This is an optimization exercise on Yosys and OpenROAD, whose aim is small area, not a production implementation.
The RTL was checked by simulation tests, not by an equivalence proof against the original design.
Power figures rest on the tool's default switching activity, not on a simulated workload.

$ cat design/flow/config.mk
export PLATFORM = sky130hd
export DESIGN_NAME = game_core
export DESIGN_NICKNAME = game_core
export VERILOG_FILES = /design/flow/design.v
export SDC_FILE = /design/flow/constraint.sdc
export NUM_CORES = 4
export LEC_CHECK = 0
export ABC_AREA = 1
export CAP_MARGIN = 0
export CORE_MARGIN = 2
export CORE_UTILIZATION = 70
export SLEW_MARGIN = 0
$ cat design/flow/constraint.sdc
create_clock -name core_clock -period 7.5 [get_ports {CLK_Scan}]
set_input_delay 1.5000 -clock core_clock [delete_from_list [all_inputs] [get_ports {CLK_Scan}]]
set_output_delay 1.5000 -clock core_clock [all_outputs]
set_load 0.01 [all_outputs]
$ cat design/flow/design.v
`default_nettype none
package game_pkg;
    typedef logic [10:0] coord_t;
    typedef struct packed {
        coord_t top;
        coord_t left;
    } pos_t;
    typedef logic [7:0] life_t;
    localparam logic [9:0] JET_HOME_TOP  = 10'd610;
    localparam logic [9:0] JET_HOME_LEFT = 10'd448;
    localparam logic [9:0] JET_TOP_MIN   = 10'd2;
    localparam logic [9:0] JET_TOP_MAX   = 10'd633;
    localparam logic [9:0] JET_LEFT_MAX  = 10'd896;
    localparam logic [7:0] EN_HOME_TOP  = 8'd38;
    localparam logic [9:0] EN_HOME_LEFT = 10'd340;
    localparam logic [7:0] EN_TOP_MIN   = 8'd34;
    localparam logic [7:0] EN_TOP_MAX   = 8'd200;
    localparam logic [9:0] EN_LEFT_MIN  = 10'd5;
    localparam logic [9:0] EN_LEFT_MAX  = 10'd768;
    localparam logic [7:0] LFSR_SEED    = 8'hff;
    localparam logic [4:0] JET_LIFE_FULL = 5'd25;
    localparam logic [7:0] EN_LIFE_FULL  = 8'd200;
    function automatic logic ult(input logic [11:0] a, input logic [11:0] b);
        logic c;
        c = 1'b0;
        for (int i = 0; i < 12; i++)
            c = (!a[i] && b[i]) || ((!a[i] || b[i]) && c);
        ult = c;
    endfunction
    function automatic logic ule(input logic [11:0] a, input logic [11:0] b);
        logic c;
        c = 1'b1;
        for (int i = 0; i < 12; i++)
            c = (!a[i] && b[i]) || ((!a[i] || b[i]) && c);
        ule = c;
    endfunction
    function automatic logic [11:0] add(input logic [11:0] a, input logic [11:0] b, input logic ci);
        logic c;
        c = ci;
        for (int i = 0; i < 12; i++)
        begin
            add[i] = a[i] ^ b[i] ^ c;
            c = (a[i] && b[i]) || (a[i] && c) || (b[i] && c);
        end
    endfunction
    function automatic logic [11:0] sub(input logic [11:0] a, input logic [11:0] b);
        sub = add(a, ~b, 1'b1);
    endfunction
    function automatic logic [1:0] fa(input logic a, input logic b, input logic c);
        fa = {(a && b) || (a && c) || (b && c), a ^ b ^ c};
    endfunction
    function automatic logic sle(input logic [11:0] a, input logic [11:0] b);
        sle = ule({!a[11], a[10:0]}, {!b[11], b[10:0]});
    endfunction
    function automatic logic slt(input logic [11:0] a, input logic [11:0] b);
        slt = ult({!a[11], a[10:0]}, {!b[11], b[10:0]});
    endfunction
endpackage
`default_nettype wire
`timescale 1ns/1ps
`default_nettype none
module jet_motion (
    input  wire             CLK_Scan,
    input  wire             rst_n,
    input  wire             start,
    input  wire [3:0]       btn,
    output logic [9:0]      jt,
    output logic [9:0]      jl
);
    logic go_up, go_down, go_left, go_right;
    always_comb
    begin
        go_up    = 1'b0;
        go_down  = 1'b0;
        go_left  = 1'b0;
        go_right = 1'b0;
        case (btn)
            4'b1000: go_up    = 1'b1;
            4'b0100: go_down  = 1'b1;
            4'b0010: go_left  = 1'b1;
            4'b0001: go_right = 1'b1;
            4'b1010: begin go_up   = 1'b1; go_left  = 1'b1; end
            4'b1001: begin go_up   = 1'b1; go_right = 1'b1; end
            4'b0110: begin go_down = 1'b1; go_left  = 1'b1; end
            4'b0101: begin go_down = 1'b1; go_right = 1'b1; end
            default: ;
        endcase
    end
    logic        mv_t, mv_l;
    logic [11:0] jt_nx, jl_nx;
    assign mv_t  = (go_up && game_pkg::ult(12'(game_pkg::JET_TOP_MIN), 12'(jt))) ||
                   (go_down && game_pkg::ult(12'(jt), 12'(game_pkg::JET_TOP_MAX)));
    assign mv_l  = (go_left && jl != 10'd0) ||
                   (go_right && game_pkg::ult(12'(jl), 12'(game_pkg::JET_LEFT_MAX)));
    assign jt_nx = game_pkg::add(12'(jt), {{11{go_up && mv_t}}, mv_t}, 1'b0);
    assign jl_nx = game_pkg::add(12'(jl), {{11{go_left && mv_l}}, mv_l}, 1'b0);
    always_ff @(posedge CLK_Scan)
    begin
        if (!rst_n || start)
        begin
            jt <= game_pkg::JET_HOME_TOP;
            jl <= game_pkg::JET_HOME_LEFT;
        end
        else
        begin
            jt <= jt_nx[9:0];
            jl <= jl_nx[9:0];
        end
    end
endmodule
`default_nettype wire
`timescale 1ns/1ps
`default_nettype none
module enemy_motion (
    input  wire             CLK_Scan,
    input  wire             rst_n,
    input  wire             start,
    output logic [7:0]      et,
    output logic [9:0]      el,
    output logic            mv_dn,
    output logic            mv_up,
    output logic [7:0]      et_nx      
);
    logic [7:0] lfsr;
    logic [7:0] lfsr_next;
    logic [6:0] lfsr_cnt;
    logic [8:0] dir_cnt;
    logic [2:0] dir;
    logic       can_down, can_up, can_left, can_right;
    logic       mv_rt, mv_lf;
    assign lfsr_next = {lfsr[0] ^ lfsr[7], lfsr[7], lfsr[6] ^ lfsr[7], lfsr[5] ^ lfsr[7],
                        lfsr[4], lfsr[3] ^ lfsr[7], lfsr[2] ^ lfsr[7], lfsr[1]};
    logic [11:0] et_sum, el_sum, lfsr_cnt_inc, dir_cnt_inc;
    assign can_down  = game_pkg::ult(12'(et), 12'(game_pkg::EN_TOP_MAX));
    assign can_up    = game_pkg::ult(12'(game_pkg::EN_TOP_MIN), 12'(et));
    assign can_left  = game_pkg::ult(12'(game_pkg::EN_LEFT_MIN), 12'(el));
    assign can_right = game_pkg::ult(12'(el), 12'(game_pkg::EN_LEFT_MAX));
    assign et_sum       = 12'(et + {{7{mv_up}}, mv_up || mv_dn});
    assign el_sum       = 12'(game_pkg::add(12'(el), {{11{mv_lf}}, mv_lf || mv_rt}, 1'b0));
    assign et_nx        = et_sum[7:0];
    assign lfsr_cnt_inc = 12'({lfsr_cnt[5:0], !(lfsr_cnt[6] ^ lfsr_cnt[5])});
    assign dir_cnt_inc  = 12'({dir_cnt[7:0], !(dir_cnt[8] ^ dir_cnt[4])});
    always_comb
    begin
        mv_dn = 1'b0;
        mv_up = 1'b0;
        mv_rt = 1'b0;
        mv_lf = 1'b0;
        case (dir)
            3'd0: mv_dn = can_down;
            3'd1: mv_rt = can_right;
            3'd2: mv_up = can_up;
            3'd3: mv_lf = can_left;
            3'd4: begin mv_dn = can_down && can_right; mv_rt = mv_dn; end
            3'd5: begin mv_dn = can_down && can_left;  mv_lf = mv_dn; end
            3'd6: begin mv_up = can_up && can_right;   mv_rt = mv_up; end
            default: begin mv_up = can_up && can_left; mv_lf = mv_up; end
        endcase
    end
    always_ff @(posedge CLK_Scan)
    begin
        if (!rst_n || start)
        begin
            lfsr     <= game_pkg::LFSR_SEED;
            lfsr_cnt <= '0;
        end
        else if (lfsr_cnt == 7'b0010110)
        begin
            lfsr_cnt <= '0;
            lfsr     <= lfsr_next;
        end
        else
            lfsr_cnt <= lfsr_cnt_inc[6:0];
    end
    always_ff @(posedge CLK_Scan)
    begin
        if (!rst_n || start)
        begin
            et      <= game_pkg::EN_HOME_TOP;
            el      <= game_pkg::EN_HOME_LEFT;
            dir_cnt <= '0;
            dir     <= 3'd0;
        end
        else
        begin
            if (dir_cnt == 9'b001000011)
            begin
                dir_cnt <= '0;
                dir     <= {lfsr[3], lfsr[6], lfsr[2]};
            end
            else
                dir_cnt <= dir_cnt_inc[8:0];
            et <= et_nx;
            el <= el_sum[9:0];
        end
    end
endmodule
`default_nettype wire
`timescale 1ns/1ps
`default_nettype none
module shot_volley (
    input  wire             CLK_Scan,
    input  wire             rst_n,
    input  wire             start,
    input  wire [9:0]       jt,
    input  wire [9:0]       jl,
    input  wire [9:0]       el,
    input  wire [7:0]       et_nx,
    input  wire             mv_dn,
    input  wire             mv_up,
    output logic [2:0]      enemy_hits
);
    localparam int N = 6;
    logic [9:0]          vol_cnt;
    logic [11:0]         vol_inc;
    logic                launch;
    logic [N-1:0]        live;
    logic [N-1:0][9:0]   d;
    logic [N-1:0][9:0]   lft;
    logic [N-1:0]        hit;
    logic [N-1:0]        nlive;
    logic [N-1:0][9:0]   nd;
    logic [1:0]          step;
    logic [11:0]         d0;
    logic [11:0]         hlo;
    logic [11:0]         hhi;
    logic [2:0]          hit_sum;
    always_comb
    begin
        case (vol_cnt)
            10'b0111110011, 10'b0000001110, 10'b0100100011, 10'b0011111101, 10'b0101011011,
            10'b1011010100, 10'b1001011100, 10'b1000110011, 10'b1100101000,
            10'b0101100100: launch = 1'b1;
            default: launch = 1'b0;
        endcase
    end
    assign vol_inc = 12'({vol_cnt[8:0], !(vol_cnt[9] ^ vol_cnt[6])});
    assign step = {mv_dn, !mv_dn && !mv_up};
    assign d0   = 12'(jt) - 12'(et_nx);
    assign hlo  = 12'(el) - 12'd69;
    assign hhi  = 12'(el) + 12'd194;
    always_comb
    begin
        for (int n = 0; n < N; n++)
        begin
            logic [11:0] dd;
            hit[n] = live[n] && game_pkg::ule(12'(d[n]), 12'd223) &&
                     (hlo[11] || game_pkg::ule(hlo, 12'(lft[n]))) &&
                     game_pkg::ule(12'(lft[n]), hhi);
            dd       = game_pkg::sub(12'(d[n]), 12'(step));
            nd[n]    = dd[9:0];
            nlive[n] = live[n] && !hit[n] && !dd[11];
        end
    end
    always_comb
    begin
        logic [1:0] a0, a1, a2;
        a0 = game_pkg::fa(hit[0], hit[1], hit[2]);
        a1 = game_pkg::fa(hit[3], hit[4], hit[5]);
        a2 = game_pkg::fa(a0[1], a1[1], a0[0] && a1[0]);
        hit_sum = {a2, a0[0] ^ a1[0]};
    end
    always_ff @(posedge CLK_Scan)
    begin
        if (!rst_n || start)
        begin
            vol_cnt    <= '0;
            enemy_hits <= '0;
            live       <= '0;
        end
        else
        begin
            vol_cnt    <= (vol_cnt == 10'b0101100100) ? '0 : vol_inc[9:0];
            enemy_hits <= hit_sum;
            if (launch)
                live <= {nlive[N-2:0], !d0[11]};
            else
                live <= nlive;
        end
    end
    always_ff @(posedge CLK_Scan)
    begin
        if (launch)
        begin
            d[0]   <= d0[9:0];
            lft[0] <= jl;
            for (int n = 1; n < N; n++)
            begin
                d[n]   <= nd[n-1];
                lft[n] <= lft[n-1];
            end
        end
        else
            d <= nd;
    end
endmodule
`default_nettype wire
`timescale 1ns/1ps
`default_nettype none
module enemy_barrage (
    input  wire             CLK_Scan,
    input  wire             rst_n,
    input  wire             start,
    input  wire [7:0]       et,
    input  wire [9:0]       el,
    input  wire [9:0]       jt,
    input  wire [9:0]       jl,
    output logic [3:0]      jet_hits
);
    logic [9:0]         c;
    logic [2:0]         pat;
    logic               stream;
    logic               pat_end;
    logic [4:0][8:0]    top;     
    logic [4:0][9:0]    lft;
    logic [8:0]         live;
    logic [4:0]         s_spawn;
    logic               p_spawn;
    logic [4:0]         load;
    logic [8:0]         hit;
    logic [4:0]         gone;
    logic [8:0]         nlive;
    logic [3:0]         hit_sum;
    logic [11:0]        vlo, vhi, hlo, hhi;
    logic [11:0]        pm, qq;
    logic [11:0]        m1, m2, m3, m4;
    logic [11:0]        c_inc;
    assign stream  = pat < 3'd2;
    assign pat_end = stream ? (c == 10'd750) : (c == 10'd249);
    assign p_spawn = !stream && c == 10'd1023;
    assign c_inc   = game_pkg::add(12'(c), 12'd0, 1'b1);
    always_comb
    begin
        for (int i = 0; i < 5; i++)
            s_spawn[i] = stream && (c == 10'((i + 1) * 50) || c == 10'((i + 6) * 50));
        load = s_spawn | {4'b0000, p_spawn};
    end
    always_comb
    begin
        vlo = 12'(jt) - 12'd231;
        vhi = (jt > 10'd602) ? 12'd506 : 12'(jt) - 12'd96;
        hlo = (jl < 10'd37) ? 12'd6 : 12'(jl) - 12'd31;
        hhi = (jl > 10'd864) ? 12'd991 : 12'(jl) + 12'd127;
        pm  = hlo - 12'(lft[0]) - 12'd1;
        qq  = hhi - 12'(lft[0]);
        m1  = 12'(c[7:0]);
        m2  = {3'b000, c[7:0], 1'b0};
        m3  = game_pkg::add(12'(c[7:0]), {3'b000, c[7:0], 1'b0}, 1'b0);
        m4  = {2'b00, c[7:0], 2'b00};
    end
    logic [4:0] vok, vup, hin;
    always_comb
    begin
        for (int i = 0; i < 5; i++)
        begin
            vok[i]  = game_pkg::sle(vlo, 12'(top[i]));
            vup[i]  = game_pkg::sle(12'(top[i]), vhi);
            hin[i]  = game_pkg::ule(hlo, 12'(lft[i])) && game_pkg::ule(12'(lft[i]), hhi);
            gone[i] = !vup[i];
        end
    end
    always_comb
    begin
        logic vin0;
        logic [8:0] hp;
        vin0 = vok[0] && vup[0];
        hp[0] = hin[0];
        begin
            logic       w_r, w_l;
            logic [11:0] ba, bb;
            logic [4:1] ca, cb;
            w_r = !pm[11];
            w_l = qq[11];
            ba  = w_r ? pm : (w_l ? ~qq : ~pm);
            bb  = w_l ? ~pm : qq;
            ca[1] = game_pkg::ule(m1, ba);
            cb[1] = game_pkg::ule(m1, bb);
            ca[2] = game_pkg::ule(m2, ba);
            cb[2] = game_pkg::ule(m2, bb);
            ca[3] = game_pkg::ule(m3, ba);
            cb[3] = game_pkg::ule(m3, bb);
            ca[4] = game_pkg::ule(m4, ba);
            cb[4] = game_pkg::ule(m4, bb);
            for (int k = 1; k <= 4; k++)
            begin
                hp[2 * k - 1] = (w_l || w_r) ? (w_r && !ca[k] && cb[k]) : cb[k];
                hp[2 * k]     = (w_l || w_r) ? (w_l && !ca[k] && cb[k]) : ca[k];
            end
        end
        for (int j = 0; j < 5; j++)
        begin
            if (stream)
                hit[j] = live[j] && !pat_end && vok[j] && vup[j] && hin[j];
            else
                hit[j] = live[j] && !pat_end && vin0 && hp[j];
        end
        for (int j = 5; j < 9; j++)
            hit[j] = live[j] && !pat_end && vin0 && hp[j];
        begin
            logic [1:0] a0, a1, a2, a3, a4, a5, a6;
            logic       b0;
            a0 = game_pkg::fa(hit[0], hit[1], hit[2]);
            a1 = game_pkg::fa(hit[3], hit[4], hit[5]);
            a2 = game_pkg::fa(hit[6], hit[7], hit[8]);
            a3 = game_pkg::fa(a0[0], a1[0], a2[0]);
            b0 = a3[0] ^ (hit[0] && !stream);
            a4 = game_pkg::fa(a0[1], a1[1], a2[1]);
            a5 = game_pkg::fa(a4[0], a3[1], a3[0] && hit[0] && !stream);
            a6 = {a4[1] && a5[1], a4[1] ^ a5[1]};
            hit_sum = {a6, a5[0], b0};
        end
        for (int j = 0; j < 5; j++)
            nlive[j] = stream ? (s_spawn[j] || (live[j] && !hit[j] && !gone[j]))
                              : (p_spawn || (live[j] && !hit[j] && !gone[0]));
        for (int j = 5; j < 9; j++)
            nlive[j] = !stream && (p_spawn || (live[j] && !hit[j] && !gone[0]));
    end
    always_ff @(posedge CLK_Scan)
    begin
        if (!rst_n || start)
        begin
            c        <= '0;
            pat      <= 3'd0;
            jet_hits <= '0;
            live     <= '0;
        end
        else
        begin
            jet_hits <= hit_sum;
            if (pat_end)
            begin
                pat  <= (pat == 3'd5) ? 3'd0 : pat + 3'd1;
                c    <= (pat == 3'd5 || pat == 3'd0) ? 10'd0 : 10'd873;
                live <= '0;
            end
            else
            begin
                c    <= c_inc[9:0];
                live <= nlive;
            end
        end
    end
    logic [11:0]     t_spawn, l_spawn;
    logic [4:0][8:0] t_step;
    assign t_spawn = 12'(et);
    assign l_spawn = game_pkg::add(12'(el), 12'd116, 1'b0);
    always_comb
    begin
        for (int i = 0; i < 5; i++)
        begin
            logic [11:0] t;
            t = game_pkg::add(12'(top[i]), 12'd2, 1'b0);
            t_step[i] = t[8:0];
        end
    end
    always_ff @(posedge CLK_Scan)
    begin
        for (int i = 0; i < 5; i++)
        begin
            if (load[i])
            begin
                top[i] <= t_spawn[8:0];
                lft[i] <= l_spawn[9:0];
            end
            else
                top[i] <= t_step[i];
        end
    end
endmodule
`default_nettype wire
`timescale 1ns/1ps
`default_nettype none
module life_tracker (
    input  wire             CLK_Scan,
    input  wire             rst_n,
    input  wire             start,
    input  wire [2:0]       enemy_hits,
    input  wire [3:0]       jet_hits,
    output logic [4:0]      jet_life,
    output logic [7:0]      enemy_life,
    output logic            over,
    output logic            result     
);
    logic [11:0] jd, ed;
    assign jd = game_pkg::sub(12'(jet_life), 12'(jet_hits));
    assign ed = game_pkg::sub(12'(enemy_life), 12'(enemy_hits));
    assign result = over && enemy_life == '0;
    always_ff @(posedge CLK_Scan)
    begin
        if (!rst_n || start)
        begin
            jet_life   <= game_pkg::JET_LIFE_FULL;
            enemy_life <= game_pkg::EN_LIFE_FULL;
            over       <= 1'b0;
        end
        else
        begin
            if (jet_life != '0 && enemy_life != '0)     
            begin
                jet_life   <= jd[11] ? 5'd0 : jd[4:0];
                enemy_life <= ed[11] ? 8'd0 : ed[7:0];
            end
            if (jet_life == '0 || enemy_life == '0)
                over <= 1'b1;
        end
    end
endmodule
`default_nettype wire
`timescale 1ns/1ps
`default_nettype none
module game_core (
    input  wire                   CLK_Scan,
    input  wire                   rst_n,
    input  wire                   start,
    input  wire [3:0]             btn,
    output wire [21:0]            jet_pos,
    output wire [21:0]            enemy_pos,
    output wire [7:0]             jet_life,
    output wire [7:0]             enemy_life,
    output wire                   over,
    output wire                   result
);
    logic [9:0] jt, jl, el;
    logic [7:0] et;
    logic       mv_dn, mv_up;
    logic [7:0] et_nx;
    logic [2:0] enemy_hits;     
    logic [3:0] jet_hits;
    logic [4:0] jlife;
    assign jet_pos   = {1'b0, jt, 1'b0, jl};
    assign enemy_pos = {3'b000, et, 1'b0, el};
    assign jet_life  = {3'b000, jlife};
    jet_motion u_jet (
        .CLK_Scan (CLK_Scan),
        .rst_n    (rst_n),
        .start    (start),
        .btn      (btn),
        .jt       (jt),
        .jl       (jl)
    );
    enemy_motion u_enemy (
        .CLK_Scan (CLK_Scan),
        .rst_n    (rst_n),
        .start    (start),
        .et       (et),
        .el       (el),
        .mv_dn    (mv_dn),
        .mv_up    (mv_up),
        .et_nx    (et_nx)
    );
    shot_volley u_volley (
        .CLK_Scan   (CLK_Scan),
        .rst_n      (rst_n),
        .start      (start),
        .jt         (jt),
        .jl         (jl),
        .el         (el),
        .et_nx      (et_nx),
        .mv_dn      (mv_dn),
        .mv_up      (mv_up),
        .enemy_hits (enemy_hits)
    );
    enemy_barrage u_barrage (
        .CLK_Scan (CLK_Scan),
        .rst_n    (rst_n),
        .start    (start),
        .et       (et),
        .el       (el),
        .jt       (jt),
        .jl       (jl),
        .jet_hits (jet_hits)
    );
    life_tracker u_life (
        .CLK_Scan   (CLK_Scan),
        .rst_n      (rst_n),
        .start      (start),
        .enemy_hits (enemy_hits),
        .jet_hits   (jet_hits),
        .jet_life   (jlife),
        .enemy_life (enemy_life),
        .over       (over),
        .result     (result)
    );
endmodule
`default_nettype wire
$ cat design/flow/flow/run.sh
#!/bin/bash
# Own layout flow: the standard flow (standard.sh) with these changes:
# - synthesis: the standard script (synth_recipe.tcl: same passes, flattening, renaming and
#   registers), except that Yosys does not lock adders into full/half-adder cells before
#   ABC (ADDER_MAP_FILE empty) and ABC maps with flow/abc_area.script;
# - port buffers are the smallest buffer, buf_1;
# - clock tree: larger sink clusters and no dummy loads;

# Each make run logs to its own file here; ORFS's step logs are under orfs/logs.
set -euo pipefail
W=$(pwd)
rm -rf "$W/scripts_abc"
cp -r "$FLOW_HOME/scripts" "$W/scripts_abc"
cp "$W/flow/abc_area.script" "$W/scripts_abc/abc_area.script"
bash standard.sh SCRIPTS_DIR="$W/scripts_abc" ADDER_MAP_FILE= synth > "$W/make_synth.log" 2>&1
bash standard.sh \
  "BUFFER_PORTS_ARGS=-buffer_cell sky130_fd_sc_hd__buf_1" \
  "CTS_ARGS=-sink_clustering_enable -repair_clock_nets -sink_clustering_size 28 -sink_clustering_max_diameter 80 -dont_use_dummy_load" \
  > "$W/make_layout.log" 2>&1
$ cat design/flow/flow/abc_area.script
strash
&get -n
&fraig -x
&put
scorr
dc2
strash
&get -n
&dch -f
&nf {D}
&put
$ cat design/flow/standard.sh
#!/bin/bash
# synth_recipe.tcl (not shown) runs the flow's synth.tcl, then flattens the netlist and writes it again
# the make line also repeats each setting of config.mk as NAME=value (left out here)
make -C /OpenROAD-flow-scripts/flow DESIGN_CONFIG=/design/flow/config.mk WORK_HOME=/design/flow/orfs CLKGATE_MAP_FILE= SYNTH_SCRIPT=/design/flow/synth_recipe.tcl "${@:-finish}"
==> impl_metrics.json, run 1 <==
{
  "drt_wl_total_um": 50400,
  "netlist_area_um2": 19400,
  "hold_class": "register to register",
  "grt_pass1_wl_um": 81600,
  "grt_overflow_total": 0,
  "drive_gt1_share_pct": 3.89,
  "grt_antenna_before_repair": 0,
  "period_share_pct": 95.5,
  "synth.top_cell.area_share_pct": 23.1,
  "first_pass_iters": 6,
  "drv_cap": 0,
  "crit_type": "register to register",
  "synth-seq-area-share_pct": 40.9,
  "status": "finished clean",
  "holdPathEnd": "u_volley.lft[50]$_DFFE_PP_",
  "die_width_um": 170,
  "clock_latency_ns": 0.53,
  "fill_cells": 1955,
  "reg2reg_depth": 26,
  "synth_edf_count": 115,
  "drtIter0Drc": 1726,
  "vias": 17700,
  "p_leak_nw": 7.20,
  "post-synth-top-count-cell": "dfxtp_1",
  "grt_start_max_net_pins": 75,
  "root_buffer": "clkbuf_16",
  "design.core.area_um2": 27100,
  "htreeDepth": 1,
  "setup_violations": 0,
  "final.setup.worst_slack_ns": 0.337,
  "slew_viol_final": 0,
  "yosys_warnings": 5,
  "num_antenna_cells": 0,
  "place_area_um2": 20400,
  "syn_avg_cell_area_um2": 8.95,
  "ys_seq_elements": 339,
  "final_cells": 2660,
  "io_pins": 69,
  "grt_pass1_vias": 16500,
  "place.gp.congestion": 0.924,
  "power_w": 0.00448,
  "drc": 0,
  "placementRows": 60,
  "min_period_ns": 7.16,
  "syn2layout_area_growth_pct": 8.16,
  "netlist_top_cells_count": "dfxtp_1 (224), o21ai_0 (212), nor2_1 (192)",
  "tightest_slew_ns": 1.01,
  "cp-start-kind": "register",
  "seqCellArea_um2": 7940,
  "required_ns": 7.90,
  "relSlewSlack_pct": 31.9,
  "fmax_mhz": 140,
  "reg2reg_slack_ns": 0.34,
  "synth_flop_cell": "dfxtp_1",
  "arrival_ns": 7.57,
  "vias_per_cell": 6.66,
  "cts_made_buffers": 17,
  "wl_per_cell_um": 19.0,
  "synth_top_area_cell": "dfxtp_1",
  "powerDensity_nw_per_um2": 214,
  "dp.cells": 2641,
  "r2r-start": "u_jet.jl[7]$_SDFF_PP1_",
  "drtAntennaViolNets": 0,
  "pre_cts_ws_ns": -0.257,
  "reg2reg_to": "u_barrage.jet_hits[2]$_SDFF_PP0_",
  "synthCells": 2168,
  "worstPathMaxFanout": 10,
  "holdBufCountCts": 0,
  "cts_tree": "done",
  "die_height_um": 170,
  "clk_pin_slew_ns": 0.11,
  "finish.instance_area_um2": 21000,
  "yosysUniqueCellTypes": 70,
  "max-clock-path-buffers": 3,
  "finalHoldViolCount": 0,
  "dp_hpwl_um": 35500,
  "multi_input_area_um2": 11400,
  "start_util_pct": 71.6,
  "clock-sinks": 339,
  "io_buffers": 59,
  "worstHoldStart": "u_volley.lft[40]$_DFFE_PP_",
  "die_area_um2": 29100,
  "ys_top_cells_by_area": "dfxtp_1 (23%), edfxtp_1 (18%), xnor2_1 (5.8%)",
  "end_kind": "register",
  "postSynth.asyncResetShare_pct": 0,
  "fin_nets": 2297,
  "min_delay_path_depth": 0,
  "vdd_ir_drop_max_v": 0.000190,
  "finClkSkew_ns": 0.0769,
  "grt_util_all_layers_pct": 34.3
}
state kept, by name (all words and copies together), names as in the netlist, 4 cells and up:
signal	cells
u_jet.jt	10
u_jet.jl	10
u_volley.live	6
u_enemy.et	8
u_barrage.c	10
u_enemy.lfsr_cnt	7
u_volley.lft	60
u_barrage.top	45
u_volley.vol_cnt	10
u_life.enemy_life	8
u_barrage.jet_hits	4
u_life.jet_life	5
u_volley.d	60
u_enemy.lfsr	8
u_enemy.el	10
u_enemy.dir_cnt	9
u_barrage.live	9
u_barrage.lft	50
worst max-delay path: stages (launching register included):
cell       delay (ns)
dfxtp_2          0.44
nand3_1          0.13
and2_0           0.26
and3_1           0.36
nor2_1           0.24
a21oi_2          0.07
maj3_1           0.39
maj3_1           0.41
o211ai_1         0.31
a311oi_2         0.16
buf_4            0.17
o31a_2           0.41
o21ai_0          0.22
a22oi_2          0.15
a221o_1          0.37
a222oi_1         0.29
a2bb2oi_1        0.21
o211ai_1         0.16
a21oi_1          0.33
o22ai_1          0.21
xor3_1           0.44
xnor3_1          0.23
xnor3_1          0.25
and3_1           0.22
maj3_1           0.38
o21ai_0          0.15
a21oi_1          0.05
worst max path at each step:
stage                                 from  slack [ns]                          endpoint
CTS                 u_jet.jl[0]$_SDFF_PP0_        0.07  u_barrage.jet_hits[2]$_SDFF_PP0_
detailed placement  u_jet.jl[2]$_SDFF_PP0_       -0.26  u_barrage.jet_hits[2]$_SDFF_PP0_
global placement    u_jet.jl[2]$_SDFF_PP0_         0.1  u_barrage.jet_hits[2]$_SDFF_PP0_
finish              u_jet.jl[7]$_SDFF_PP1_        0.34  u_barrage.jet_hits[2]$_SDFF_PP0_
floorplan           u_jet.jl[0]$_SDFF_PP0_        0.19  u_barrage.jet_hits[2]$_SDFF_PP0_
global route        u_jet.jl[2]$_SDFF_PP0_       -0.11  u_barrage.jet_hits[2]$_SDFF_PP0_
cells in the final DEF, fill, tap and decap left out, types with 59 or more instances in the layout:
master	Yosys	layout
dfxtp_1	224	223
o21ai_0	212	210
nor2_1	192	192
nand2_1	178	177
a21oi_1	179	176
xnor2_1	128	128
edfxtp_1	115	115
o22ai_1	85	85
xor2_1	84	82
a22oi_1	77	76
buf_1	0	59
power by group:
group,leakage (nW),total [W],switching [W],internal (W)
Combinational,4.13,0.00111,0.000611,0.000498
Clock,0.209,0.000978,0.000569,0.000409
Sequential,2.87,0.00239,0.000281,0.00211
Total,7.20,0.00448,0.00146,0.00302
layer usage:
| layer | global-route usage, % | up-vias | wire length [um] |
|---|---|---|---|
| li1 | - | 8481 | - |
| met1 | 44.3 | 8439 | 21300 |
| met2 | 59.5 | 683 | 24600 |
| met3 | 3.51 | 124 | 2750 |
| met4 | 12.9 | 0 | 1820 |
| met5 | 0 | - | 0 |
per-stage QoR:
| step | hold WS [ns] | utilization (%) | TNS [ns] |
|---|---|---|---|
| 3_5_place_dp | 0.435 | 75.4 | -0.499 |
| 5_1_grt | 0.470 | 77.4 | -0.182 |
| 4_1_cts | 0.445 | 77.0 | 0 |
| 6_report | 0.442 | 77.4 | 0 |
| 2_1_floorplan | 0.418 | - | 0 |
| 3_3_place_gp | 0.421 | 75.4 | 0 |
kinds of logic (layout without fill, tap and decap cells):
family / after synthesis / in the layout / share of synthesized area (%)
adders and majority gates: 48 / 48 / 2.48
xor gates and xnor gates: 215 / 215 / 9.93
and+or+nand+nor: 671 / 671 / 16.7
buffers and inverters: 47 / 159 / 1.12
DFF: 339 / 339 / 40.9
other: 1 / 9 / 0.0193
AOI/OAI and AO/OA: 796 / 796 / 26.1
muxes: 51 / 51 / 2.66
area by class of cell:
class	count	area share (%)
repair buffers	106	2.76
clock buffers	17	2.03
well taps	372	2.22
inverters	36	0.644
flip-flops and latches	339	37.8
multi-input cells	1790	54.5
timing repair:
action / CTS / global route
setup endpoints to repair: 2 / 4
buffers inserted: 0 / 2
gates resized for setup: 2 / 16
pin swaps: 0 / 4
cloned: 0 / 0
==> run 2: changes to the inputs <==
--- a/design/flow/flow/run.sh
+++ b/design/flow/flow/run.sh
@@ -3,10 +3,10 @@
 # - synthesis: the standard script (synth_recipe.tcl: same passes, flattening, renaming and
 #   registers), except that Yosys does not lock adders into full/half-adder cells before
 #   ABC (ADDER_MAP_FILE empty) and ABC maps with flow/abc_area.script;
-# - port buffers are the smallest buffer, buf_1;
-# - clock tree: larger sink clusters and no dummy loads;
-
-# Each make run logs to its own file here; ORFS's step logs are under orfs/logs.
+# - port buffers are the smallest buffer, buf_1 (every port is still buffered);
+# - clock tree: larger sink clusters and no dummy loads.
+# Every other step is standard.sh unchanged. Each make run logs to its own file here;
+# ORFS's step logs are under orfs/logs.
 set -euo pipefail
 W=$(pwd)
 rm -rf "$W/scripts_abc"
==> design/flow/flow/abc_area.script (replaced) <==
strash
&get -n
&fraig -x
&put
scorr
dc2
strash
&get -n
&dch -f
&nf {D}
&put
buffer -c
topo
stime -c
dnsize -c
==> run 2 against run 1 <==
  * Routed wire length is 0.12% higher
  * Synthesized cell count is 7.1% higher
  * Sequential cell count stayed put
  * Final cell count is 0.45% higher
  * Register-to-register slack worse by 0.13 ns
  * Clock-buffer cell count is 1 higher
  * Utilization is 2.1 points lower
  * Still clean on timing, DRC and antenna
==> impl_metrics.json, run 2 <==
{
  "vdd_ir_drop_max_v": 0.000224,
  "clk_pin_slew_ns": 0.11,
  "crit_top_cell": "maj3_1",
  "required_ns": 7.90,
  "critical_path.max_stage_delay_ns": 0.46,
  "fmax_mhz": 137,
  "min_period_ns": 7.30,
  "pre_cts_ws_ns": 0.0155,
  "netlist_top_cells_count": "dfxtp_1 (224), o21ai_0 (207), nor2_1 (192)",
  "drive_gt1_share_pct": 5.36,
  "end_kind": "register",
  "grt_util_all_layers_pct": 32.3,
  "max-clock-path-buffers": 3,
  "final_cells": 2672,
  "final_cell_mix": "dfxtp_1 (223), o21ai_0 (205), nor2_1 (192), nand2_1 (177), a21oi_1 (173)",
  "p_comb_share_pct": 24.8,
  "drtIter0Drc": 1805,
  "cp_num_buf_inv": 3,
  "tightest_slew_ns": 1.15,
  "finClkSkew_ns": 0.0981,
  "die_area_um2": 29900,
  "num_antenna_cells": 0,
  "htreeDepth": 1,
  "root_buffer": "clkbuf_16",
  "relSlewSlack_pct": 22.0,
  "power.internal_w": 0.00305,
  "io_buffers": 59,
  "design.core.area_um2": 27900,
  "synth_edf_count": 115,
  "finish.utilization_pct": 75.3,
  "vias_per_cell": 6.59,
  "synth.top_cell.area_share_pct": 22.5,
  "netlist_area_um2": 20000,
  "die_width_um": 173,
  "seqPwrFrac_pct": 52.8,
  "fin_nets": 2303,
  "power_w": 0.00451,
  "grt_overflow_total": 0,
  "crit_family": "compound AO/OA/AOI/OAI gates",
  "slew_viol_final": 0,
  "p_sw_w": 0.00146,
  "met1_usage_pct": 43.8,
  "dp.cells": 2649,
  "setup_tns_ns": 0,
  "setup_violations": 0,
  "postSynth.asyncResetShare_pct": 0,
  "syn_avg_cell_area_um2": 8.60,
  "crit_type": "register to register",
  "p_leak_nw": 7.40,
  "status": "finished clean",
  "cp-start-kind": "register",
  "post-synth-top-count-cell": "dfxtp_1",
  "io_pins": 69,
  "period_share_pct": 97.3,
  "grt_pass1_vias": 16300,
  "grt_start_max_net_pins": 80,
  "syn2layout_area_growth_pct": 5.34,
  "first_pass_iters": 5,
  "vias": 17600,
  "reg_top3": "u_volley.d (60), u_volley.lft (60), u_barrage.lft (50)",
  "yosysUniqueCellTypes": 75,
  "place.gp.congestion": 0.937,
  "fill_cells": 2128,
  "synth-seq-area-share_pct": 39.7,
  "yosys_warnings": 5,
  "hold_class": "register to register",
  "wl_per_cell_um": 18.9,
  "synth_top_area_cell": "dfxtp_1",
  "arrival_ns": 7.70,
  "ys_top_cells_by_area": "dfxtp_1 (22%), edfxtp_1 (17%), xnor2_1 (5.6%)",
  "clock_latency_ns": 0.55,
  "dp_hpwl_um": 35200,
  "placementRows": 61,
  "powerDensity_nw_per_um2": 214,
  "clock-sinks": 339,
  "grt_use_met2_pct": 54.8,
  "grtUsageMet3_pct": 4.27,
  "cts_tree": "done",
  "start_util_pct": 71.5,
  "grt_antenna_before_repair": 1,
  "drtAntennaViolNets": 0,
  "ys_seq_elements": 339,
  "top_usage_layer": "met2",
  "drv_cap": 0,
  "finalHoldViolCount": 0,
  "grt_pass1_wl_um": 81500,
  "synth_flop_cell": "dfxtp_1",
  "cts_made_buffers": 18,
  "drc": 0,
  "final.setup.worst_slack_ns": 0.203,
  "layout_commonest_cell": "dfxtp_1",
  "p_clk_share_pct": 22.4,
  "synthCells": 2321,
  "die_height_um": 173,
  "drt_wl_total_um": 50500,
  "cpMaxStageDelayCell": "or3_1",
  "worstPathMaxFanout": 6,
  "switching_share_pct": 32.4
}
==> run 2: cell types whose count changed in the layout (fill, tap and decap cells not counted), moves of 18 or more <==
cell      delta
or2_0       -18
or2_2       +18
and2_0      -27
and2_1      +27
inv_1       +35
clkinv_1    -35
==> run 2: cell type report <==
type / count / area (um2) / share of cell area (%)
multi-input combinational: 1790 / 11400 / 54.3
clock buffer: 18 / 450 / 2.14
timing repair buffer: 111 / 616 / 2.93
tap: 378 / 473 / 2.25
inverter: 36 / 135 / 0.642
sequential: 339 / 7940 / 37.7
==> run 2: what timing repair did <==
action,4_1_cts,5_1_grt
setup buffers,0,5
pin swaps,0,3
resized for setup,2,19
hold buffers,0,0
endpoints found under the setup margin,1,4
==> run 2: cell families after synthesis <==
logic type               after synthesis  share of synthesized area [%]
adder cells (fa/ha/maj)               48                           2.41
AO/OA/AOI/OAI                        796                           25.4
other                                  1                         0.0188
XOR/XNOR                             215                           9.64
buffers and inverters                200                           3.97
flip-flops                           339                           39.7
multiplexers                          51                           2.58
AND/OR/NAND/NOR                      671                           16.3
==> run 2: worst register-to-register path: cells and delay by family (launching register included) <==
kind	cells	cell delay, ns
XOR/XNOR	3	0.93
buffers and inverters	3	0.54
multiplexers	1	0.37
AO/OA/AOI/OAI	12	2.25
flip-flops	1	0.33
AND/OR/NAND/NOR	4	1.06
adder cells (fa/ha/maj)	5	1.66
==> run 2: path summary, 6_finish.rpt <==
path                                                 start                          endpoint  slack [ns]  depth (start not counted)
worst max-delay path                u_jet.jl[2]$_SDFF_PP0_  u_barrage.jet_hits[2]$_SDFF_PP0_        0.20                         28
worst min register to register  u_volley.lft[41]$_DFFE_PP_        u_volley.lft[51]$_DFFE_PP_        0.44                          0
worst min-delay path            u_volley.lft[41]$_DFFE_PP_        u_volley.lft[51]$_DFFE_PP_        0.44                          0
worst max register to register      u_jet.jl[2]$_SDFF_PP0_  u_barrage.jet_hits[2]$_SDFF_PP0_        0.20                         28
==> run 2: routing by layer <==
| metal | routed length, um | part of all wire [%] |
|---|---|---|
| met2 | 24200 | 48 |
| met3 | 3000 | 5.9 |
| met4 | 1120 | 2.2 |
| met5 | 0 | 0 |
| met1 | 22200 | 44 |
==> run 2: metrics by stage <==
stage	instance area (um2)	hold slack, ns
floorplan	20000	0.418
global placement	20500	0.424
detailed placement	20500	0.426
CTS	20900	0.431
global route	21000	0.435
finish	21000	0.437
==> run 2: power by group through the flow <==
stage	Sequential, W	Clock [W]	Combinational (W)
6_report	0.00238	0.00101	0.00112
2_1_floorplan	0.00230	0	0.000925
5_1_grt	0.00242	0.00107	0.00124
3_3_place_gp	0.00240	0	0.00103
4_1_cts	0.00237	0.00102	0.00108
3_5_place_dp	0.00241	0	0.00107
==> run 3: changes to the inputs <==
==> design/flow/flow/abc_area.script (replaced) <==
strash
&get -n
&fraig -x
&put
scorr
dc2
strash
&get -n
&dch -f
&nf {D}
&put
&get -n
&dch -f
&nf {D}
&put
buffer -c
topo
stime -c
dnsize -c
==> run 3 against run 2 <==
  * First-iteration DRC count grew 28%
  * Register-to-register slack gained 0.26 ns
  * Final cell count grew 0.30%
  * Die area shrank 0.27%
  * Critical path depth shrank 3
  * Largest cell class unchanged
  * Largest power group unchanged
==> impl_metrics.json, run 3 <==
{
  "cp-start-kind": "register",
  "drv_cap": 0,
  "vias_per_cell": 6.75,
  "cts_tree": "done",
  "post-synth-top-count-cell": "nor2_1",
  "htreeDepth": 1,
  "drtAntennaViolNets": 0,
  "grt_antenna_before_repair": 1,
  "grt_util_all_layers_pct": 34.1,
  "placementRows": 61,
  "dp_hpwl_um": 38500,
  "root_buffer": "clkbuf_16",
  "postSynth.asyncResetShare_pct": 0,
  "start_util_pct": 71.3,
  "multi_input_area_um2": 11400,
  "design.core.area_um2": 27900,
  "netlist_top_cells_count": "nor2_1 (244), dfxtp_1 (224), a21oi_1 (212)",
  "cts_made_buffers": 17,
  "final_cells": 2680,
  "status": "finished clean",
  "tightest_slew_ns": 1.12,
  "die_width_um": 173,
  "die_area_um2": 29800,
  "synth_flop_cell": "dfxtp_1",
  "grt_start_max_net_pins": 73,
  "powerDensity_nw_per_um2": 188,
  "die_height_um": 173,
  "reg_top3": "u_volley.d (60), u_volley.lft (60), u_barrage.lft (50)",
  "crit_type": "register to register",
  "cpMaxStageDelayCell": "or4b_2",
  "clk_pin_slew_ns": 0.11,
  "holdBufCountCts": 0,
  "ys_top_cells_by_area": "dfxtp_1 (23%), edfxtp_1 (17%), xnor2_1 (5.9%)",
  "grt_pass1_vias": 16200,
  "p_leak_nw": 7.27,
  "finalHoldWorstSlack_ns": 0.393,
  "hold_class": "register to register",
  "yosysUniqueCellTypes": 67,
  "netlist_area_um2": 19900,
  "synth_edf_count": 115,
  "vdd_ir_drop_max_v": 0.000223,
  "final_cell_mix": "nor2_1 (243), dfxtp_1 (222), a21oi_1 (209), o21ai_0 (176), nand2_1 (164)",
  "cts_setup_buffers": 0,
  "finalHoldViolCount": 0,
  "syn2layout_area_growth_pct": 4.28,
  "drt_wl_total_um": 52900,
  "synth.top_cell.area_share_pct": 22.5,
  "vias": 18100,
  "r2r-start": "u_jet.jl[8]$_SDFF_PP1_",
  "end_kind": "register",
  "critPathLaunch": "u_jet.jl[8]$_SDFF_PP1_",
  "first_pass_iters": 7,
  "clock-sinks": 339,
  "yosys_warnings": 5,
  "grt_overflow_total": 0,
  "syn_avg_cell_area_um2": 8.48,
  "drtIter0Drc": 2314,
  "dp.cells": 2663,
  "setup_tns_ns": 0,
  "fill_cells": 2118,
  "rsz0062_at_grt": "no",
  "min_period_ns": 7.03,
  "wl_per_cell_um": 19.7,
  "finish.utilization_pct": 74.3,
  "period_share_pct": 93.8,
  "crit_top_cell": "a21oi_1",
  "worstHoldStart": "u_volley.lft[10]$_DFFE_PP_",
  "arrival_ns": 7.46,
  "grt_pass1_wl_um": 84700,
  "finClkSkew_ns": 0.0541,
  "drive_gt1_share_pct": 4.78,
  "ys_seq_elements": 339,
  "fin_nets": 2311,
  "synthCells": 2347,
  "pre_cts_ws_ns": -0.0887,
  "critical_path.max_stage_delay_ns": 0.63,
  "setup_violations": 0,
  "clock_latency_ns": 0.52,
  "worstPathMaxFanout": 22,
  "synth-seq-area-share_pct": 39.9,
  "num_antenna_cells": 0,
  "max-clock-path-buffers": 3,
  "seqCellArea_um2": 7940,
  "place.gp.congestion": 0.980,
  "io_buffers": 59,
  "slew_viol_final": 0,
  "synth_top_area_cell": "dfxtp_1",
  "final.setup.worst_slack_ns": 0.468,
  "drc": 0,
  "io_pins": 69,
  "reg2reg_slack_ns": 0.47,
  "fmax_mhz": 142,
  "layout_commonest_cell": "nor2_1",
  "required_ns": 7.92,
  "relSlewSlack_pct": 25.4
}
==> run 3: area by class of cell <==
| cell class | instances | share of cell area, % |
|---|---|---|
| Clock buffer | 17 | 2.05 |
| Sequential cell | 339 | 38.2 |
| Inverter | 34 | 0.615 |
| Multi-Input combinational cell | 1824 | 54.7 |
| Tap cell | 378 | 2.28 |
| Timing Repair Buffer | 88 | 2.11 |
==> run 3: critical path: cells and delay by family, from the launching register on <==
kind / cells / cell delay, ns
xor+xnor: 2 / 0.43
fa+ha+maj: 1 / 0.27
simple gates: 8 / 2.28
flops: 1 / 0.60
compound gates: 14 / 3.36
==> run 3: metrics by stage <==
stage | total power (W) | area (um2)
final | 0.00391 | 20800
after global routing | 0.00407 | 20800
after CTS | 0.00390 | 20700
after detailed placement | 0.00296 | 20300
after global placement | 0.00292 | 20300
after floorplan | 0.00277 | 19900
==> run 3: final timing paths <==
kind         cells after the start                                to
max                             25  u_barrage.jet_hits[2]$_SDFF_PP0_
min                              0        u_volley.lft[20]$_DFFE_PP_
max reg2reg                     25  u_barrage.jet_hits[2]$_SDFF_PP0_
min reg2reg                      0        u_volley.lft[20]$_DFFE_PP_
==> run 3: per-layer routing <==
layer  track usage, %  up-vias  part of all wire [%]
met5                0        -                     0
met4             8.37        0                   2.4
met1             49.6     8558                    43
met3             4.02      113                   8.8
met2             54.5      877                    45
li1                 -     8531                     -
==> run 3: where the power goes <==
part | total [W] | switching, W | internal [W]
combinational | 0.000778 | 0.000462 | 0.000315
clock | 0.000963 | 0.000555 | 0.000408
sequential | 0.00217 | 0.000138 | 0.00203
==> run 3: cell families (layout without fill, tap and decap cells) <==
family	after synthesis	after routing	synth area share, %
xor+xnor	213	213	9.44
mux	52	52	2.71
fa+ha+maj	40	40	2.01
flops	339	339	39.9
simple gates	716	716	17.1
compound gates	794	794	25.1
buf+inv	192	139	3.83
other cells	1	9	0.0188
==> run 3: what timing repair did <==
action                                  CTS  global route
endpoints found under the hold margin     0             0
gates resized for setup                   1            16
endpoints found under the setup margin    1             4
==> run 4: changes to the inputs <==
==> design/flow/flow/abc_area.script (replaced) <==
strash
&get -n
&fraig -x
&put
scorr
dc2
strash
&get -n
&dch -f
&nf {D}
&put
buffer -c
topo
stime -c
dnsize -c
--- a/design/flow/config.mk
+++ b/design/flow/config.mk
@@ -8,5 +8,5 @@
 export ABC_AREA = 1
 export CAP_MARGIN = 0
 export CORE_MARGIN = 2
-export CORE_UTILIZATION = 70
+export CORE_UTILIZATION = 75
 export SLEW_MARGIN = 0
==> run 4 against run 3 <==
  * Non-clock buffer count grew 14
  * Combinational power grew 43%
  * Area after synthesis grew 0.28%
  * Sequential cell count is the same
  * Worst hold slack gained 0.068 ns
  * Largest power group unchanged
  * Clock skew grew 0.025 ns
  * Critical path type unchanged
  * Global-route usage grew 0.92 points
  * Design area grew 0.69%
  * Sequential share of layout area shrank 0.28 points
  * Final cell count shrank 2.3%
  * Routed wire length shrank 4.8%
==> impl_metrics.json, run 4 <==
{
  "cts_made_buffers": 17,
  "grt_start_max_net_pins": 75,
  "placementRows": 59,
  "finClkSkew_ns": 0.0786,
  "slew_viol_final": 0,
  "die_width_um": 167,
  "syn_avg_cell_area_um2": 8.60,
  "num_antenna_cells": 0,
  "cpMaxStageDelayCell": "a2111o_1",
  "synth_top_area_cell": "dfxtp_1",
  "max-clock-path-buffers": 3,
  "tightest_slew_ns": 1.21,
  "io_pins": 69,
  "final.setup.worst_slack_ns": 0.463,
  "first_pass_iters": 17,
  "grt_antenna_before_repair": 0,
  "postSynth.asyncResetShare_pct": 0,
  "drive_gt1_share_pct": 4.86,
  "drc": 0,
  "drtAntennaViolNets": 0,
  "netlist_top_cells_count": "dfxtp_1 (224), o21ai_0 (207), nor2_1 (192)",
  "status": "finished clean",
  "grt_pass1_wl_um": 81900,
  "crit_type": "register to register",
  "synth.top_cell.area_share_pct": 22.5,
  "cp-start-kind": "register",
  "grt_pass1_vias": 16900,
  "place.gp.congestion": 0.939,
  "clock-sinks": 339,
  "wl_per_cell_um": 19.2,
  "dp_hpwl_um": 35200,
  "die_area_um2": 27900,
  "arrival_ns": 7.41,
  "end_kind": "register",
  "relSlewSlack_pct": 18.2,
  "vdd_ir_drop_max_v": 0.000256,
  "synth_flop_cell": "dfxtp_1",
  "period_share_pct": 93.8,
  "synthCells": 2321,
  "finish.utilization_pct": 80.0,
  "pre_cts_ws_ns": -0.145,
  "power_w": 0.00447,
  "holdBufCountCts": 0,
  "drt_wl_total_um": 50400,
  "clk_pin_slew_ns": 0.10,
  "reg_top3": "u_volley.d (60), u_volley.lft (60), u_barrage.lft (50)",
  "vias": 17900,
  "synth-seq-area-share_pct": 39.7,
  "powerDensity_nw_per_um2": 214,
  "critical_path.max_stage_delay_ns": 0.50,
  "netlist_area_um2": 20000,
  "finalHoldViolCount": 0,
  "io_buffers": 59,
  "design.core.area_um2": 26100,
  "hold_class": "register to register",
  "cts_tree": "done",
  "root_buffer": "clkbuf_16",
  "layout_commonest_cell": "dfxtp_1",
  "grt_overflow_total": 0,
  "worstPathMaxFanout": 9,
  "htreeDepth": 1,
  "fill_cells": 1758,
  "fmax_mhz": 142,
  "required_ns": 7.87,
  "vias_per_cell": 6.85,
  "syn2layout_area_growth_pct": 4.72,
  "final_cell_mix": "dfxtp_1 (224), o21ai_0 (206), nor2_1 (192), nand2_1 (178), a21oi_1 (175)",
  "synth_edf_count": 115,
  "finalHoldWorstSlack_ns": 0.461,
  "grt_util_all_layers_pct": 35.0,
  "yosys_warnings": 5,
  "p_leak_nw": 7.34,
  "clock_latency_ns": 0.54,
  "yosysUniqueCellTypes": 75,
  "ys_top_cells_by_area": "dfxtp_1 (22%), edfxtp_1 (17%), xnor2_1 (5.6%)",
  "min_period_ns": 7.04,
  "rsz0062_at_grt": "no",
  "post-synth-top-count-cell": "dfxtp_1",
  "drtIter0Drc": 2188,
  "drv_cap": 0,
  "fin_nets": 2293,
  "setup_tns_ns": 0,
  "reg2reg_slack_ns": 0.46,
  "crit_top_cell": "maj3_1",
  "die_height_um": 167,
  "start_util_pct": 76.4,
  "setup_violations": 0,
  "ys_seq_elements": 339
}
[run 4: cell families after synthesis]
family / after synthesis / share of synthesized area [%]
multiplexers: 51 / 2.58
XOR/XNOR: 215 / 9.64
AO/OA/AOI/OAI: 796 / 25.4
buffers and inverters: 200 / 3.97
AND/OR/NAND/NOR: 671 / 16.3
flip-flops: 339 / 39.7
other: 1 / 0.0188
adder cells (fa/ha/maj): 48 / 2.41
[run 4: worst paths after layout]
path | start | endpoint | cells after the start
setup reg to reg | u_jet.jl[2]$_SDFF_PP0_ | u_barrage.jet_hits[3]$_SDFF_PP0_ | 27
setup / recovery | u_jet.jl[2]$_SDFF_PP0_ | u_barrage.jet_hits[3]$_SDFF_PP0_ | 27
hold reg to reg | u_enemy.lfsr_cnt[0]$_SDFF_PP0_ | u_enemy.lfsr_cnt[1]$_SDFF_PP0_ | 1
hold / removal | u_enemy.lfsr_cnt[0]$_SDFF_PP0_ | u_enemy.lfsr_cnt[1]$_SDFF_PP0_ | 1
[run 4: cell type report]
class | instances | area, um2 | share of cell area, %
multi-input cells | 1790 | 11400 | 54.7
inverters | 36 | 135 | 0.646
repair buffers | 102 | 548 | 2.62
flip-flops and latches | 339 | 7940 | 38.0
well taps | 335 | 419 | 2.00
clock buffers | 17 | 425 | 2.03
[run 4: repair_timing]
| item | in CTS | in global routing |
|---|---|---|
| setup buffers | 0 | 1 |
| endpoints found under the setup margin | 2 | 4 |
| gates resized for setup | 2 | 19 |
| pin swaps | 0 | 2 |
[run 4: power by group]
part           leakage, nW  total, W  internal (W)  switching [W]
logic                 4.27   0.00111      0.000504       0.000610
clock network        0.209  0.000975      0.000409       0.000566
registers             2.87   0.00238       0.00211       0.000272
total                 7.34   0.00447       0.00302        0.00145
[run 4: metrics by stage]
stage,instance area [um2],std cells
after floorplan,20000,2329
after global placement,20400,2601
after detailed placement,20400,2601
after CTS,20800,2618
after global routing,20900,2619
final,20900,2619
[run 4: layer usage]
layer | wire (um) | track usage (%) | vias to the layer above
li1 | - | - | 8486
met1 | 20400 | 45.8 | 8472
met5 | 0 | 0 | -
met2 | 24400 | 59.6 | 837
met3 | 3760 | 3.62 | 144
met4 | 1830 | 14.7 | 0
[run 4: critical path: cells and delay by family, from the launching register on]
family	cells	cell delay (ns)
AOI/OAI and AO/OA	12	2.46
and+or+nand+nor	6	1.49
DFF	1	0.42
xor gates and xnor gates	2	0.68
buffers and inverters	3	0.57
adders and majority gates	4	1.27
==> run 5: changes to the inputs <==
==> design/flow/flow/abc_area.script (replaced) <==
strash
&get -n
&fraig -x
&put
scorr
dc2
strash
&get -n
&dch -f
&nf {D}
&put
&get -n
&dch -f
&nf {D}
&put
&get -n
&dch -f
&nf {D}
&put
buffer -c
topo
stime -c
dnsize -c
--- a/design/flow/config.mk
+++ b/design/flow/config.mk
@@ -8,5 +8,5 @@
 export ABC_AREA = 1
 export CAP_MARGIN = 0
 export CORE_MARGIN = 2
-export CORE_UTILIZATION = 75
+export CORE_UTILIZATION = 65
 export SLEW_MARGIN = 0
==> run 5 against run 4 <==
  * Clock power up 4%
  * Design area down 0.62%
  * Register-to-register slack better by 0.18 ns
  * Worst hold slack worse by 0.0072 ns
  * Die area up 15%
  * Global-route usage down 4.0 points
  * Utilization down 12 points
==> impl_metrics.json, run 5 <==
{
  "crit_family": "compound AO/OA/AOI/OAI gates",
  "syn_avg_cell_area_um2": 8.48,
  "finClkSkew_ns": 0.0660,
  "root_buffer": "clkbuf_16",
  "drv_cap": 0,
  "placementRows": 64,
  "io_pins": 69,
  "fin_nets": 2310,
  "vias": 17800,
  "rsz0062_at_grt": "no",
  "htreeDepth": 1,
  "die_area_um2": 32000,
  "ys_seq_elements": 339,
  "grt_pass1_vias": 16100,
  "cpMaxStageDelayCell": "o41a_1",
  "dp_hpwl_um": 36900,
  "synthCells": 2346,
  "syn2layout_area_growth_pct": 4.50,
  "seqPwrFrac_pct": 55.1,
  "yosysUniqueCellTypes": 73,
  "clock-sinks": 339,
  "clock_latency_ns": 0.54,
  "grt_pass1_wl_um": 80600,
  "drc": 0,
  "min_period_ns": 6.85,
  "final_cell_mix": "dfxtp_1 (223), a21oi_1 (206), o21ai_0 (196), nand2_1 (195), nor2_1 (194)",
  "die_width_um": 179,
  "power_w": 0.00393,
  "num_antenna_cells": 0,
  "finalHoldViolCount": 0,
  "fill_cells": 2525,
  "max-clock-path-buffers": 3,
  "layout_commonest_cell": "dfxtp_1",
  "netlist_area_um2": 19900,
  "postSynth.asyncResetShare_pct": 0,
  "grt_antenna_before_repair": 0,
  "drive_gt1_share_pct": 4.39,
  "vdd_ir_drop_max_v": 0.000225,
  "arrival_ns": 7.27,
  "power.internal_w": 0.00278,
  "switching_share_pct": 29.3,
  "cp-start-kind": "register",
  "fmax_mhz": 146,
  "die_height_um": 179,
  "synth.top_cell.area_share_pct": 22.5,
  "cp_num_buf_inv": 3,
  "start_util_pct": 65.5,
  "wl_per_cell_um": 19.2,
  "period_share_pct": 91.4,
  "grt_overflow_total": 0,
  "place.gp.congestion": 0.940,
  "relSlewSlack_pct": 22.6,
  "required_ns": 7.92,
  "synth_flop_cell": "dfxtp_1",
  "reg_top3": "u_volley.d (60), u_volley.lft (60), u_barrage.lft (50)",
  "crit_type": "register to register",
  "p_comb_share_pct": 19.3,
  "end_kind": "register",
  "tightest_slew_ns": 1.15,
  "powerDensity_nw_per_um2": 189,
  "hold_class": "register to register",
  "ys_top_cells_by_area": "dfxtp_1 (23%), edfxtp_1 (17%), xnor2_1 (5.7%)",
  "clk_pin_slew_ns": 0.11,
  "p_sw_w": 0.00115,
  "cts_tree": "done",
  "drtIter0Drc": 1552,
  "synth_edf_count": 115,
  "io_buffers": 59,
  "netlist_top_cells_count": "dfxtp_1 (224), a21oi_1 (206), o21ai_0 (196)",
  "setup_tns_ns": 0,
  "status": "finished clean",
  "post-synth-top-count-cell": "dfxtp_1",
  "grt_util_all_layers_pct": 31.0,
  "drt_wl_total_um": 51700,
  "p_leak_nw": 7.43,
  "setup_violations": 0,
  "cts_made_buffers": 18,
  "synth-seq-area-share_pct": 39.9,
  "vias_per_cell": 6.60,
  "critical_path.max_stage_delay_ns": 0.48,
  "p_clk_share_pct": 25.6,
  "synth_top_area_cell": "dfxtp_1",
  "first_pass_iters": 6,
  "yosys_warnings": 5,
  "grt_start_max_net_pins": 68,
  "design.core.area_um2": 30300,
  "slew_viol_final": 0,
  "drtAntennaViolNets": 0,
  "cts_setup_buffers": 0,
  "worstPathMaxFanout": 18
}
==> run 5: changes by cell type in the layout (fill, tap and decap cells not counted), moves of 8 or more <==
cell	delta
buf_4	-11
maj3_1	-11
nand2_1	+17
nor3_1	+8
and2_1	+13
o21ai_0	-10
a21oi_1	+31
xor2_1	-12
nand4_1	-10
o22ai_1	+24
==> run 5: cells by family after synthesis <==
| family | count (synthesis) | share of synthesized area, % |
|---|---|---|
| other | 1 | 0.0189 |
| multiplexers | 45 | 2.30 |
| XOR/XNOR | 201 | 8.92 |
| buffers and inverters | 201 | 4.05 |
| flip-flops | 339 | 39.9 |
| AND/OR/NAND/NOR | 693 | 16.5 |
| AO/OA/AOI/OAI | 829 | 26.4 |
| adder cells (fa/ha/maj) | 37 | 1.86 |
==> run 5: path summary, 6_finish.rpt <==
| path | start | endpoint | slack, ns | depth (start not counted) |
|---|---|---|---|---|
| min reg2reg | u_volley.lft[0]$_DFFE_PP_ | u_volley.lft[10]$_DFFE_PP_ | 0.45 | 0 |
| max reg2reg | u_jet.jl[8]$_SDFF_PP1_ | u_barrage.jet_hits[2]$_SDFF_PP0_ | 0.65 | 26 |
| min | u_volley.lft[0]$_DFFE_PP_ | u_volley.lft[10]$_DFFE_PP_ | 0.45 | 0 |
| max | u_jet.jl[8]$_SDFF_PP1_ | u_barrage.jet_hits[2]$_SDFF_PP0_ | 0.65 | 26 |
==> run 5: stage by stage <==
| stage | setup slack [ns] | util (%) | cell area, um2 | instances | hold slack [ns] |
|---|---|---|---|---|---|
| floorplan | 1.11 | - | 19900 | 2354 | 0.418 |
| global placement | 0.692 | 66.8 | 20300 | 2679 | 0.421 |
| detailed placement | 0.365 | 66.8 | 20300 | 2679 | 0.434 |
| CTS | 0.335 | 68.3 | 20700 | 2697 | 0.443 |
| global route | 0.150 | 68.5 | 20800 | 2697 | 0.462 |
| finish | 0.648 | 68.5 | 20800 | 2697 | 0.454 |
==> run 5: repair_timing <==
action,in CTS,in global routing
setup endpoints to repair,0,4
hold buffers,0,0
resized for setup,0,12
==> run 5: layout make-up <==
cell class,instances,area [um2],area share (%)
Inverter,40,151,0.728
Sequential cell,339,7940,38.2
Clock buffer,18,450,2.17
Timing Repair Buffer,90,454,2.19
Multi-Input combinational cell,1814,11300,54.3
Tap cell,396,495,2.38
==> run 5: power by group through the flow <==
stage,logic [W],clock network [W],registers [W]
after global routing,0.000840,0.00108,0.00219
final,0.000757,0.00101,0.00217
after CTS,0.000738,0.00102,0.00216
after floorplan,0.000598,0,0.00217
after global placement,0.000712,0,0.00220
after detailed placement,0.000733,0,0.00221
==> run 5: routing by layer <==
metal	up-vias	track usage (%)	wire (um)
met5	-	0	0
met4	0	11.7	1760
met3	123	3.63	3530
met2	701	51.2	24100
met1	8383	41.9	22300
li1	8581	-	-
==> run 6: changes to the inputs <==
==> design/flow/flow/abc_area.script (replaced) <==
strash
&get -n
&fraig -x
&put
scorr
dc2
strash
&get -n
&dch
&nf {D}
&put
&get -n
&dch
&nf {D}
&put
&get -n
&dch
&nf {D}
&put
buffer -c
topo
stime -c
dnsize -c
==> run 6 against run 5 <==
  * Register-to-register slack lost 0.10 ns
  * Clock power is essentially flat
  * Clock-buffer cell count shrank 1
  * Sequential cell count is the same
  * Area after synthesis shrank 0.52%
  * Setup slack lost 0.10 ns
  * Sequential share of layout area is essentially flat
  * Synthesized cell count shrank 1.4%
  * Final cell count shrank 0.48%
  * First-iteration DRC count grew 32%
  * Routed wire length grew 0.56%
  * Power shrank 0.45%
  * Largest power group unchanged
==> impl_metrics.json, run 6 <==
{
  "synth_fa_ha_area_share_pct": 1.92,
  "worstPathMaxFanout": 16,
  "synth-seq-area-share_pct": 40.1,
  "finClkSkew_ns": 0.0556,
  "final_cells": 2684,
  "wl_met2_um": 23200,
  "placementRows": 63,
  "end_kind": "register",
  "vias": 17800,
  "synth_edf_count": 115,
  "ys_seq_elements": 339,
  "drc": 0,
  "die_width_um": 178,
  "setup_tns_ns": 0,
  "p_leak_nw": 7.26,
  "arrival_ns": 7.37,
  "synth.top_cell.area_share_pct": 22.7,
  "r2r-start": "u_jet.jl[0]$_SDFF_PP0_",
  "die_area_um2": 31800,
  "vdd_ir_drop_max_v": 0.000196,
  "yosys.area_share.simple_pct": 16.9,
  "worstPathCellList": "buf_4 -> o21a_1 -> o31ai_1 -> a211oi_1 -> maj3_1 -> maj3_1 -> a211oi_1 -> o311ai_1 -> a31oi_2 -> a211o_2 -> nand3_1 -> o211ai_1 -> a22o_1 -> a222oi_1 -> o21ai_0 -> o221ai_1 -> a31oi_1 -> a21oi_1 -> or4b_2 -> xnor2_2 -> xnor3_1 -> o311a_1 -> o21a_1 -> and2_1",
  "cts_made_buffers": 17,
  "relSlewSlack_pct": 21.4,
  "finalHoldViolCount": 0,
  "start_util_pct": 66.4,
  "fin_nets": 2303,
  "max-clock-path-buffers": 3,
  "drt-met1-wl_um": 23600,
  "drtIter0Drc": 2047,
  "ys_top_cells_by_area": "dfxtp_1 (23%), edfxtp_1 (17%), xnor2_1 (5.6%)",
  "final_cell_mix": "dfxtp_1 (224), a21oi_1 (206), nor2_1 (198), o21ai_0 (186), nand2_1 (172)",
  "clock-sinks": 339,
  "netlist_top_cells_count": "dfxtp_1 (224), a21oi_1 (206), nor2_1 (198)",
  "hold_class": "register to register",
  "power_w": 0.00391,
  "fmax_mhz": 144,
  "synth_flop_cell": "dfxtp_1",
  "finalHoldWorstSlack_ns": 0.457,
  "drive_gt1_share_pct": 4.66,
  "layout_commonest_cell": "dfxtp_1",
  "root_buffer": "clkbuf_16",
  "crit_type": "register to register",
  "period_share_pct": 92.8,
  "critical_path.max_stage_delay_ns": 0.76,
  "cpMaxStageDelayCell": "or4b_2",
  "num_antenna_cells": 0,
  "routed.top_layer": "met4",
  "grt_pass1_vias": 15900,
  "min_period_ns": 6.96,
  "drv_cap": 0,
  "grt_antenna_before_repair": 0,
  "htreeDepth": 1,
  "met3WireLength_um": 3930,
  "powerDensity_nw_per_um2": 188,
  "slew_viol_final": 0,
  "cp_num_buf_inv": 1,
  "grt_overflow_total": 0,
  "postSynth.asyncResetShare_pct": 0,
  "die_height_um": 178,
  "yosys.area_share.xor_xnor_pct": 8.70,
  "muxShareOfSynthArea_pct": 2.54,
  "synth_top_area_cell": "dfxtp_1",
  "reg_top3": "u_volley.d (60), u_volley.lft (60), u_barrage.lft (50)",
  "setup_violations": 0,
  "synth_top_family_by_area": "compound AO/OA/AOI/OAI gates",
  "dp.cells": 2667,
  "critPathLaunch": "u_jet.jl[0]$_SDFF_PP0_",
  "design.core.area_um2": 29800,
  "place.gp.congestion": 0.934,
  "holdBufCountCts": 0,
  "tightest_slew_ns": 1.17,
  "cts_tree": "done",
  "dp_hpwl_um": 37000,
  "vias_per_cell": 6.62,
  "drt_wl_total_um": 52000,
  "yosysUniqueCellTypes": 72,
  "io_pins": 69,
  "grt_start_max_net_pins": 77,
  "clk_pin_slew_ns": 0.11,
  "status": "finished clean",
  "drtAntennaViolNets": 0,
  "grt_pass1_wl_um": 82300,
  "wl_per_cell_um": 19.4,
  "syn_avg_cell_area_um2": 8.56,
  "post-synth-top-count-cell": "dfxtp_1",
  "clock_latency_ns": 0.53,
  "cp-start-kind": "register",
  "rsz0062_at_grt": "no",
  "yosys_warnings": 5,
  "io_buffers": 59,
  "netlist_area_um2": 19800,
  "crit_family": "compound AO/OA/AOI/OAI gates",
  "syn2layout_area_growth_pct": 5.01,
  "synthCells": 2312,
  "first_pass_iters": 6,
  "required_ns": 7.91,
  "grt_util_all_layers_pct": 31.8,
  "worstHoldStart": "u_enemy.lfsr[4]$_SDFFE_PP1P_",
  "cts_setup_buffers": 0,
  "synth-compound-area-share_pct": 26.4
}
==> run 6: cell types whose count changed in the layout (fill, tap and decap cells not counted), sizes merged, moves of 11 or more <==
| cell | previous run | this run |
|---|---|---|
| a211oi | 12 | 23 |
| nor2b | 36 | 48 |
| inv | 39 | 27 |
| nand2b | 36 | 25 |
| nand2 | 195 | 172 |
==> run 6: area by class of cell <==
cell class | instances | area, um2
Multi-Input combinational cell | 1810 | 11300
Fill cell | 2399 | 9020
Sequential cell | 339 | 7940
Timing Repair Buffer | 99 | 522
Tap cell | 390 | 488
Clock buffer | 17 | 425
Inverter | 29 | 110
==> run 6: through the flow <==
stage | worst slack [ns] | util (%) | cell area, um2
2_1_floorplan | 0.673 | - | 19800
3_3_place_gp | 0.638 | 68.1 | 20300
3_5_place_dp | 0.534 | 68.1 | 20300
4_1_cts | 0.451 | 69.6 | 20700
5_1_grt | 0.00762 | 69.7 | 20800
6_report | 0.543 | 69.7 | 20800
==> run 6: where the power goes <==
part	switching [W]	total [W]	internal (W)	leakage [nW]
clock	0.000572	0.000982	0.000409	0.209
sequential	0.000139	0.00217	0.00203	2.87
combinational	0.000437	0.000763	0.000326	4.17
==> run 6: what timing repair did <==
action,4_1_cts,5_1_grt
gates resized for setup,0,12
setup endpoints to repair,0,4
hold endpoints to repair,0,0
==> run 6: path summary, 6_finish.rpt <==
check                                     endpoint  slack (ns)  depth (start not counted)
setup / recovery  u_barrage.jet_hits[3]$_SDFF_PP0_        0.54                         24
hold / removal        u_enemy.lfsr[3]$_SDFFE_PP1P_        0.46                          2
setup reg to reg  u_barrage.jet_hits[3]$_SDFF_PP0_        0.54                         24
hold reg to reg       u_enemy.lfsr[3]$_SDFFE_PP1P_        0.46                          2
==> run 6: worst min-delay path, stage by stage, from the launching register on <==
cell and delay, ns:
dfxtp_1 0.33, nand2_1 0.06, nand2_1 0.04
==> run 6: layer usage <==
layer	up-vias	GRT usage (%)
met3	90	4.58
met1	8400	46.0
met5	-	0
met4	0	8.27
met2	748	49.8
li1	8535	-
==> run 6: cell families after synthesis <==
group | Yosys count
adders and majority gates | 38
muxes | 50
other | 1
buffers and inverters | 171
DFF | 339
xor gates and xnor gates | 195
and+or+nand+nor | 690
AOI/OAI and AO/OA | 828

-- port drivers added, routing unchanged --
No port has a modelled driver above. Below, the same layouts with a new extraction and two added sets of constraints. Step 1 sets driving cells, clkbuf_16 on the clock port and buf_2 on the other inputs (assumed; they add their load-dependent delay and slew). Step 2, shift: input delay + t, output delay - t, t = (earliest + latest rising clock arrival at the registers) / 2. This alone moves slack from input paths to output paths. Slacks: ideal / step 1 / step 2; pairs: ideal / step 1.
run	shift t [ns]	slack for setup (ns)	worst setup path at the end	worst data-port slew with drivers (ns)
run 1	0.553	0.337 / 0.337 / 0.337	register to register	0.05
run 2	0.559	0.203 / 0.203 / 0.203	register to register	0.03
run 3	0.544	0.468 / 0.468 / 0.468	register to register	0.04
run 4	0.554	0.463 / 0.463 / 0.463	register to register	0.04
run 5	0.558	0.648 / 0.648 / 0.648	register to register	0.03
run 6	0.557	0.543 / 0.543 / 0.543	register to register	0.04
After both steps every run listed still meets setup and hold.
